What follows belongs to an exercise in optimizing a design on an open flow for a short achievable clock period and few clock cycles per item; a production flow would make more cautious choices.
Where RTL was checked, it was by simulation tests only, not by an equivalence proof against the original.
No activity file was given, so power comes from the tool's default toggle rates.

==> flow/design.v (excerpt) <==
module meter_poll_retry_sequencer_unit
(
  input  wire        clk,
  input  wire        rst_n,
  input  wire        in_valid,
  output logic       in_stall,
  input  mprs_pkg::in_item_t   in_data,
  output logic       out_valid,
  input  wire        out_stall,
  output mprs_pkg::out_item_t  out_data,
  input  wire        psel,
  input  wire        penable,
  input  wire        pwrite,
  input  wire [3:0]  paddr,
  input  wire [31:0] pwdata,
  output logic [31:0] prdata,
  output logic       pready
);
Size: roughly 2400 cells after synthesis.
clock: 5.0 ns
lec_check: 0
abc_clock_period_in_ps: 2500
cap_margin: 20
core_margin: 2
core_utilization: 65
setup_slack_margin: 2.5
slew_margin: 20
standard.sh (not shown) runs the stock make flow with config.mk's settings and CLKGATE_MAP_FILE= SYNTH_SCRIPT=/design/flow/synth_recipe.tcl, a recipe that flattens the netlist after the stock synthesis.
==> flow/flow/run.sh <==
#!/bin/bash
# Own layout flow: the standard synthesis and ORFS flow, with the port buffers
# inserted as real buffers (buf_4) instead of the smallest delay cell, and the
# timing repair allowed to resize across cell footprints.
set -euo pipefail
cd "$(dirname "${BASH_SOURCE[0]}")/.."
bash standard.sh synth > flow_synth.log 2>&1
export BUFFER_PORTS_ARGS="-buffer_cell sky130_fd_sc_hd__buf_4"
bash standard.sh MATCH_CELL_FOOTPRINT=0 finish > flow_layout.log 2>&1
Testbench counts at the start, summed over its fixed seeds: cycles 24,013, items 24,000.
Then changed:
--- a/flow/design.v
+++ b/flow/design.v
@@ -138,32 +138,36 @@
   end
   always_ff @(posedge clk) begin
     if (!rst_n) begin
       retry_r   <= RETRY_RST;
       retrym1_r <= RETRY_RST - 4'd1;
       retrynz_r <= 1'b1;
     end else if (wr_retry) begin
       retry_r   <= pwdata[3:0];
       retrym1_r <= pwdata[3:0] - 4'd1;
       retrynz_r <= pwdata[3:0] != 4'd0;
     end
   end
-  always_comb begin
-    case (paddr[3:2])
-      REG_POLL:  prdata = {16'h0000, poll_r};
-      REG_WAIT:  prdata = {20'h00000, wait_r};
-      REG_RETRY: prdata = {28'h0000000, retry_r};
-      default:   prdata = '0;
-    endcase
+  logic [31:0] prdata_r;
+  always_ff @(posedge clk) begin
+    if (!(psel && penable)) begin
+      case (paddr[3:2])
+        REG_POLL:  prdata_r <= {16'h0000, poll_r};
+        REG_WAIT:  prdata_r <= {20'h00000, wait_r};
+        REG_RETRY: prdata_r <= {28'h0000000, retry_r};
+        default:   prdata_r <= '0;
+      endcase
+    end
   end
+  assign prdata = prdata_r;
   logic [1:0]        phase_r;
   logic              waiting_r;
   logic [3:0]        attempts_r;
   logic [11:0]       timer_r;
   logic [15:0]       since_r;
   logic [RX_DEPTH:0] wptr_r;      
   logic [7:0]        vexp_r, cexp_r, pexp_r;
   logic              tlt_r, bnz_r, alt_r, sge_r;
   logic [7:0]          mem [RX_DEPTH];
   logic [RX_DEPTH-1:0] vld_r;
   logic        in_stall_r;
   logic        take, is_byte, tick, wr_ok;
After rerunning: The changed run completed without violations. Worst setup slack is better by 0.012 ns. Power climbs by 1.3%. Global-route usage goes down by 1.4 points. Cell area stays flat. Via count goes down by 3.4%. Count of clock-buffer cells in the layout fell by 5. Register-to-register slack gets worse by 0.02 ns. Fmax came out higher by about 0.44%. Worst hold slack barely changes. Sequential power rises by about 2%. Wire length went down by 6.0%. Area after synthesis climbs by 0.90%.
Only the layout flow was run in the second run of this note; the RTL was not checked for function there.

--- another note on this design; it stands on its own ---

try-harbor:
==> flow/design.v (excerpt) <==
module meter_poll_retry_sequencer_unit
(
  input  wire        clk,
  input  wire        rst_n,
  input  wire        in_valid,
  output logic       in_stall,
  input  mprs_pkg::in_item_t   in_data,
  output logic       out_valid,
  input  wire        out_stall,
  output mprs_pkg::out_item_t  out_data,
  input  wire        psel,
  input  wire        penable,
  input  wire        pwrite,
  input  wire [3:0]  paddr,
  input  wire [31:0] pwdata,
  output logic [31:0] prdata,
  output logic       pready
);
For scale: ~120 I/O pins.
Settings: LEC_CHECK=0, ABC_CLOCK_PERIOD_IN_PS=2500, CAP_MARGIN=20, CORE_MARGIN=2, CORE_UTILIZATION=40, SETUP_SLACK_MARGIN=2.2, SLEW_MARGIN=20; clock period 5.0 ns.
run.sh (not shown) runs the stock make flow with config.mk's settings and CLKGATE_MAP_FILE= SYNTH_SCRIPT=/design/flow/synth_recipe.tcl, a recipe that flattens the netlist after the stock synthesis.
The inputs of try-willow differ from those of try-harbor as listed below.
- a change of SETUP_SLACK_MARGIN from 2.2 to 2.5
==> comparison <==
- try-willow was carried through to the last stage, and its layout satisfied the timing, DRC and antenna checks.
- try-willow — combinational cell power 23% higher, try-harbor as reference
- [compare] base=try-harbor new=try-willow: least setup slack across all paths after layout picked up an extra 24 ps; final cycle utilization of the critical path lost 0.48 points.
- Going from try-harbor to try-willow, the power share of the clock group was found to have gone down by 0.4 points.
- try-willow vs. try-harbor: first-pass GRT wire length now larger; routed length on met1 climbed 2.2%; design area higher; hold slack moved down.
- Utilization (higher): try-willow
No run of this note included a check of the RTL's function; only the layout flow was run.

[port drivers added, routing unchanged]
The results above use ideal ports. As a check the final layouts listed here were re-extracted and re-timed, cells and wires unchanged. Step 1: set_driving_cell puts a clkbuf_16 on clk and a buf_2 on each other input, an assumption about the parent block. Step 2 adds t to the input delays and takes it off the output delays; t is the mean of the earliest and latest rising clock arrival at the registers after step 1. Input paths then give back, and output paths get back, about the clock's delay inside the block. Three values: ideal, step 1, step 2; two values: the first two.
run	shift t [ns]	setup slack, ns	slew at the worst register clock pin (ns)	worst data-port slew with drivers (ns)
the first run of note 1	0.663	2.379 / 2.242 / 1.954	0.06 / 0.06	0.14
the second run of note 1	0.649	2.390 / 2.390 / 1.933	0.06 / 0.06	0.05
try-harbor	0.659	2.170 / 2.170 / 1.656	0.06 / 0.06	0.09
try-willow	0.671	2.194 / 2.157 / 1.573	0.06 / 0.06	0.08
After both steps every run listed still meets setup and hold. The setup slack of try-willow, which loses most, moves by -0.037 ns with the drivers and by -0.621 ns with both steps.
